This is an optimization exercise on Yosys and OpenROAD, whose aim is small area, not a production implementation.
The RTL was checked by simulation tests, not by an equivalence proof against the original design.
No activity file was given, so power comes from the tool's default toggle rates.

## flow/design.v

```verilog
`timescale 1ns / 1ps
package mde_pkg;
    localparam int INT_W   = 10;
    localparam int DEN_W   = 20;
    localparam int SCALE_W = 7;
    localparam int Q_W     = DEN_W + SCALE_W;
    localparam int SUM_W   = Q_W + 1;
    localparam int P1_W    = 18;
    localparam int DIV_STEPS = Q_W;
    localparam logic REQ_PLL = 1'b0;
    localparam logic REQ_OUT = 1'b1;
    localparam logic [INT_W-1:0] PLL_A_MIN = 10'd15;
    localparam logic [INT_W-1:0] PLL_A_MAX = 10'd90;
    localparam logic [INT_W-1:0] OUT_A_MIN = 10'd8;
    localparam logic [INT_W-1:0] OUT_A_MAX = 10'd900;
    localparam logic [2:0] CLK_IDX_MAX    = 3'd5;
    localparam logic [2:0] TARGET_MS_BASE = 3'd2;
    localparam logic [2:0] TARGET_NONE    = 3'd0;
    localparam logic [SUM_W-1:0] P1_BASE = SUM_W'(512);
    localparam logic [SUM_W-1:0] P1_TOP  = SUM_W'(512 + (1 << P1_W) - 1);
    typedef struct packed {
        logic        req_type;
        logic        pll_select;
        logic [2:0]  clock_index;
        logic [9:0]  int_part;
        logic [19:0] numerator;
        logic [19:0] denominator;
        logic [7:0]  r_divider;
        logic [7:0]  phase;
    } t_mde_in;
    typedef struct packed {
        logic       ok;
        logic [2:0] target;
        logic [7:0] phase_out;
        logic [7:0] param_byte0;
        logic [7:0] param_byte1;
        logic [7:0] param_byte2;
        logic [7:0] param_byte3;
        logic [7:0] param_byte4;
        logic [7:0] param_byte5;
        logic [7:0] param_byte6;
        logic [7:0] param_byte7;
    } t_mde_out;
    typedef struct packed {
        logic             ok;
        logic [2:0]       target;
        logic [7:0]       phase_out;
        logic [2:0]       r_code;
        logic [INT_W-1:0] int_part;
        logic [DEN_W-1:0] den;
        logic [DEN_W-1:0] rem;
        logic [Q_W-1:0]   dq;
    } t_div_stage;
endpackage
`timescale 1ns / 1ps
import mde_pkg::*;
module mde_div_pipe
(
    input  logic       i_clk,
    input  logic       i_rst_n,
    input  logic       i_en,
    input  logic       i_valid,
    input  mde_pkg::t_div_stage i_stg,
    output logic       o_valid,
    output mde_pkg::t_div_stage o_stg
);
    localparam int STG_W = 1 + 3 + 8 + 3 + INT_W + 2 * DEN_W + Q_W;
    logic [DIV_STEPS-1:0][STG_W-1:0] r_stg;
    logic [DIV_STEPS-1:0]            r_vld;
    for (genvar k = 0; k < DIV_STEPS; k++) begin : g_step
        mde_pkg::t_div_stage     s_prev;
        mde_pkg::t_div_stage     n_stg;
        logic           v_prev;
        logic [DEN_W:0] trial;
        logic [DEN_W+1:0] diff;
        logic           ge;
        if (k == 0) begin : g_first
            assign s_prev = i_stg;
            assign v_prev = i_valid;
        end else begin : g_rest
            assign s_prev = mde_pkg::t_div_stage'(r_stg[k-1]);
            assign v_prev = r_vld[k-1];
        end
        assign trial = {s_prev.rem, s_prev.dq[Q_W-1]};
        assign diff  = {1'b0, trial} - {2'b00, s_prev.den};
        assign ge    = ~diff[DEN_W+1];
        always_comb begin
            n_stg     = s_prev;
            n_stg.rem = ge ? diff[DEN_W-1:0] : trial[DEN_W-1:0];
            n_stg.dq  = {s_prev.dq[Q_W-2:0], ge};
        end
        always_ff @(posedge i_clk) begin
            if (!i_rst_n) begin
                r_vld[k] <= 1'b0;
            end else if (i_en) begin
                r_vld[k] <= v_prev;
            end
        end
        always_ff @(posedge i_clk) begin
            if (i_en) begin
                r_stg[k] <= n_stg;
            end
        end
    end
    assign o_valid = r_vld[DIV_STEPS-1];
    assign o_stg   = mde_pkg::t_div_stage'(r_stg[DIV_STEPS-1]);
endmodule
`timescale 1ns / 1ps
import mde_pkg::*;
module multisynth_divider_encoder
(
    input  logic     i_clk,
    input  logic     i_rst_n,
    input  logic     i_valid,
    input  logic [70:0] i_data,     
    output logic     o_stall,
    output logic     o_valid,
    output logic [75:0] o_data,     
    input  logic     i_stall
);
    mde_pkg::t_mde_in    req;
    assign req = mde_pkg::t_mde_in'(i_data);
    logic en;
    mde_pkg::t_div_stage n_front;
    mde_pkg::t_div_stage r_front;
    logic       r_front_vld;
    logic       div_vld;
    mde_pkg::t_div_stage div_stg;
    mde_pkg::t_mde_out   n_out;
    mde_pkg::t_mde_out   r_out;
    logic       r_out_valid;
    logic [2:0] rdiv_code;
    logic       a_ok;
    assign en      = ~r_out_valid | ~i_stall;
    assign o_stall = ~en;
    always_comb begin
        rdiv_code = 3'd0;
        for (int k = 0; k < 8; k++) begin
            if (req.r_divider[k]) begin
                rdiv_code = 3'(k);
            end
        end
    end
    always_comb begin
        n_front           = '0;
        n_front.int_part  = req.int_part;
        n_front.den       = req.denominator;
        n_front.rem       = '0;
        n_front.dq        = {req.numerator, {SCALE_W{1'b0}}};
        a_ok              = 1'b0;
        if (req.req_type == REQ_PLL) begin
            n_front.target    = {2'b00, req.pll_select};
            n_front.phase_out = '0;
            n_front.r_code    = '0;
            a_ok = (req.int_part >= PLL_A_MIN) && (req.int_part <= PLL_A_MAX);
            n_front.ok = a_ok;
        end else begin
            n_front.phase_out = req.phase;
            n_front.r_code    = rdiv_code;
            a_ok = (req.int_part >= OUT_A_MIN) && (req.int_part <= OUT_A_MAX);
            if (req.clock_index <= CLK_IDX_MAX) begin
                n_front.target = req.clock_index + TARGET_MS_BASE;
                n_front.ok     = a_ok && $onehot(req.r_divider);
            end else begin
                n_front.target = TARGET_NONE;
                n_front.ok     = 1'b0;
            end
        end
        if (req.denominator == '0) begin
            n_front.ok = 1'b0;
        end
    end
    always_ff @(posedge i_clk) begin
        if (!i_rst_n) begin
            r_front_vld <= 1'b0;
        end else if (en) begin
            r_front_vld <= i_valid;
        end
    end
    always_ff @(posedge i_clk) begin
        if (en) begin
            r_front <= n_front;
        end
    end
    mde_div_pipe u_div (
        .i_clk   (i_clk),
        .i_rst_n (i_rst_n),
        .i_en    (en),
        .i_valid (r_front_vld),
        .i_stg   (r_front),
        .o_valid (div_vld),
        .o_stg   (div_stg)
    );
    logic [SUM_W-1:0] sum;
    logic [SUM_W-1:0] p1_full;
    logic [P1_W-1:0]  p1;
    logic [DEN_W-1:0] p2;
    logic [DEN_W-1:0] p3;
    logic             ok;
    assign sum     = SUM_W'({div_stg.int_part, {SCALE_W{1'b0}}}) + SUM_W'(div_stg.dq);
    assign p1_full = sum - P1_BASE;
    assign p1      = p1_full[P1_W-1:0];
    assign p2      = div_stg.rem;
    assign p3      = div_stg.den;
    assign ok      = div_stg.ok && (sum >= P1_BASE) && (sum <= P1_TOP);
    always_comb begin
        n_out           = '0;
        n_out.ok        = ok;
        n_out.target    = div_stg.target;
        n_out.phase_out = div_stg.phase_out;
        if (ok) begin
            n_out.param_byte0 = p3[15:8];
            n_out.param_byte1 = p3[7:0];
            n_out.param_byte2 = {1'b0, div_stg.r_code, 2'b00, p1[17:16]};
            n_out.param_byte3 = p1[15:8];
            n_out.param_byte4 = p1[7:0];
            n_out.param_byte5 = {p3[19:16], p2[19:16]};
            n_out.param_byte6 = p2[15:8];
            n_out.param_byte7 = p2[7:0];
        end
    end
    always_ff @(posedge i_clk) begin
        if (!i_rst_n) begin
            r_out_valid <= 1'b0;
        end else if (en) begin
            r_out_valid <= div_vld;
        end
    end
    always_ff @(posedge i_clk) begin
        if (en) begin
            r_out <= n_out;
        end
    end
    assign o_valid = r_out_valid;
    assign o_data  = r_out;
endmodule
```

## flow/run.sh

```bash
#!/bin/bash
# synth_recipe.tcl (not shown) runs the flow's synth.tcl, then flattens the netlist and writes it again
# the make line also repeats each setting of config.mk as NAME=value (left out here)
make -C /OpenROAD-flow-scripts/flow DESIGN_CONFIG=/design/flow/config.mk WORK_HOME=/design/flow/orfs CLKGATE_MAP_FILE= SYNTH_SCRIPT=/design/flow/synth_recipe.tcl finish
```

## flow/config.mk

```make
export PLATFORM = sky130hd
export DESIGN_NAME = multisynth_divider_encoder
export DESIGN_NICKNAME = multisynth_divider_encoder
export VERILOG_FILES = /design/flow/design.v
export SDC_FILE = /design/flow/constraint.sdc
export NUM_CORES = 4
export LEC_CHECK = 0
export CAP_MARGIN = 20
export CORE_MARGIN = 2
export CORE_UTILIZATION = 40
export SLEW_MARGIN = 20
```

## flow/constraint.sdc

```tcl
create_clock -name core_clock -period 5.0 [get_ports {i_clk}]
set_input_delay 1.0000 -clock core_clock [delete_from_list [all_inputs] [get_ports {i_clk}]]
set_output_delay 1.0000 -clock core_clock [all_outputs]
set_load 0.01 [all_outputs]
```

==> run summary <==
==> per-layer routing <==
layer  track usage, %  share of wire (%)
met1            16.73                 42
met2            25.28                 52
met4            4.651                2.9
met5                0                  0
met3            2.118                3.3
==> worst paths after layout <==
| check | cells after the start | slack [ns] | end | startpoint |
|---|---|---|---|---|
| worst max-delay path | 8 | 1.09 | u_div.r_stg[2337] | u_div.r_stg[2238] |
| worst min-delay path | 0 | 0.37 | u_div.r_stg[459] | u_div.r_stg[367] |
| worst max register to register | 8 | 1.09 | u_div.r_stg[2337] | u_div.r_stg[2238] |
| worst min register to register | 0 | 0.37 | u_div.r_stg[459] | u_div.r_stg[367] |
==> synthesized netlist by cell type (all sizes together), types with 51 or more instances <==
| cell | number | share of area, % |
|---|---|---|
| a211oi | 51 | 0.36 |
| a21boi | 52 | 0.36 |
| a21o | 150 | 1.0 |
| a21oi | 321 | 1.5 |
| a31oi | 66 | 0.38 |
| and2 | 109 | 0.63 |
| clkbuf | 63 | 0.23 |
| edfxtp | 2461 | 69 |
| ha | 530 | 6.2 |
| inv | 681 | 2.4 |
| mux2 | 283 | 3.0 |
| nand2 | 406 | 1.4 |
| nand2b | 70 | 0.41 |
| nand3 | 82 | 0.38 |
| nor2 | 361 | 1.3 |
| nor2b | 72 | 0.42 |
| nor3 | 113 | 0.53 |
| o21a | 102 | 0.71 |
| o21ai | 371 | 1.7 |
| xnor2 | 233 | 1.9 |
| xor2 | 153 | 1.2 |
==> stage by stage <==
step           std cells  area (sq um)  setup TNS [ns]
2_1_floorplan       7363        107600        -6119.32
3_3_place_gp       11030        113900               0
3_5_place_dp       11030        113900               0
4_1_cts            11530        122700               0
5_1_grt            11530        122700               0
6_report           11540        122700               0
==> cell type report <==
cell class,count,area (sq um),share of cell area [%]
Tap cell,3552,4444,3.621
Inverter,683,2564,2.089
Clock buffer,353,7513,6.121
Timing Repair Buffer,208,2135,1.739
Sequential cell,2490,74480,60.68
Antenna cell,7,17.52,0.01427
Clock inverter,145,1348,1.098
Multi-Input combinational cell,4098,30240,24.64
==> state kept, by name, summed over array words and instances (netlist names) <==
register,flops
r_front_vld,1
r_front,65
u_div.r_vld,27
r_out,73
r_out_valid,1
u_div.r_stg,2323
==> where the power goes <==
group	leakage, nW	switching (mW)	total [mW]	internal (mW)
Clock	4.32	8.05	19.7	11.7
Combinational	17.7	12.5	23.1	10.6
Sequential	26.7	1.93	30.8	28.8
Total	48.7	22.5	73.6	51.2
==> logic make-up (layout without fill, tap and decap cells) <==
logic type | Yosys count | in the layout | share of synthesized area, %
simple gates | 1401 | 1401 | 6.226
compound gates | 1412 | 1412 | 8.517
mux | 326 | 326 | 3.363
fa+ha+maj | 561 | 561 | 6.743
flops | 2490 | 2490 | 69.25
xor+xnor | 386 | 386 | 3.143
buf+inv | 775 | 1389 | 2.755
other cells | 1 | 19 | 0.003487
==> flow_summary.toml <==
[run_status]
status = "complete, no violations"

[setup_path]
end_kind = "flip-flop"
path_cells = "ha_1 > a21o_1 > or4_1 > o211ai_1 > a211oi_1 > o311ai_1 > nand2_1 > mux2_2"
slowest_delay_ns = 0.61
cp-start-kind = "flip-flop"
required_ns = 5.55
crit_type = "flip-flop to flip-flop"
critPathMaxFanout = 20
critPathBufInv = 0
crit_family = "compound AO/OA/AOI/OAI gates"
cp.arrival_ns = 4.46
critPathSlowestCell = "nand2_1"

[timing]
finalCritPeriodShare_pct = 78.22
hold_viol = 0
fin_crit_ns = 3.911
drv_slew = 0
fin_ws_ns = 1.089
grt_setup_unrepaired = "no"
setup_viol = 0
max_freq_ghz = 0.2557
fin_hold_ws_ns = 0.3719
relSlewSlack_pct = 30.74
worstMarginPinSlew_ns = 1.039
clock-skew-final_ns = 0.05537

[die]
die-area_sq_mm = 0.2730
core_area_sq_mm = 0.2677
ios = 153
initial_core_util_pct = 40.18
fp.dieH_um = 522.5
fp.dieW_um = 522.5
placementRows = 190

[drt]
dr.pass1.iters = 5
via_per_inst = 5.012
drtIter0Drc = 3485
ant_nets = 0
vias = 57820
totalWireLength_um = 192600
wl_per_cell_um = 16.69
drc = 0

[clocking]
root_buffer = "clkbuf_16"
clk_pin_slew_worst_paths_ns = 0.05
cts_resized = 0
cts_setup_buffers = 0
cts_tree = "built"
htreeDepth = 5
numCtsBuffers = 285
worstSkewPairLatency_ns = 0.83
cts_buffer_depth = 4
cts.sinks = 2490
cts_hold_buf = 0

[hold_path]
worst_hold_path_type = "flip-flop to flip-flop"

[placement]
pre_cts_ws_ns = 0.3911
gp_congestion = 0.8134
io_buffers = 149
hpwlAfterDp_um = 133100

[grt]
antenna_found_initial = 4
grt_remaining_overflow = 0
grtUsageTotal_pct = 13.91
grt_max_degree = 180
grt_pass1_wl_um = 309600
first_global_vias = 58790

[flow_run]
drv_cap = 0

[synth]
synth_cell_type_count = 87
ys_seq_elements = 2490
synth.cell_area_sq_mm = 0.1076
synth_warnings = 2
synthFlopType = "edfxtp_1"
synth_seq_area_share_pct = 69.25
syn_avg_cell_area_sq_um = 14.63
async_flop_share_pct = 0
synth_cells = 7352
synth_edf_count = 2461

[finish]
layout_common_cells = "edfxtp_1 (2461), inv_1 (678), ha_1 (530), nand2_1 (404), o21ai_0 (363)"
final_common_cell = "edfxtp_1"
drive_gt1_share_pct = 10.03
nets = 8402
nFillCells = 23360
areaGrowthSynthToFinish_pct = 14.12
utilization_pct = 45.86

[power]
p_leak_nw = 48.66
max-vdd-ir-drop_v = 0.0003096
power_mw = 73.62
p_per_area_mw_per_mm2 = 599.7

-- port drivers added, routing unchanged --
Ports are ideal in the flow. The routed layout listed here was re-timed in OpenROAD. Step 1 sets driving cells, clkbuf_16 on the clock port and buf_2 on the other inputs (assumed; they add their load-dependent delay and slew). Step 2 adds t to the input delays and takes it off the output delays; t is the mean of the earliest and latest rising clock arrival at the registers after step 1. Input paths then give back, and output paths get back, about the clock's delay inside the block. Slacks: ideal ports / drivers / drivers and shift; pairs: ideal ports / drivers.
t (ns): 0.906
setup slack, ns: 1.089 / 1.089 / 0.356
worst register clock-pin slew, ns: 0.06 / 0.06
worst data-port slew with drivers (ns): 0.16
After both steps setup and hold are still met in this run. For this run, drivers alone change the setup slack by 0.000 ns; drivers and shift together by -0.733 ns.
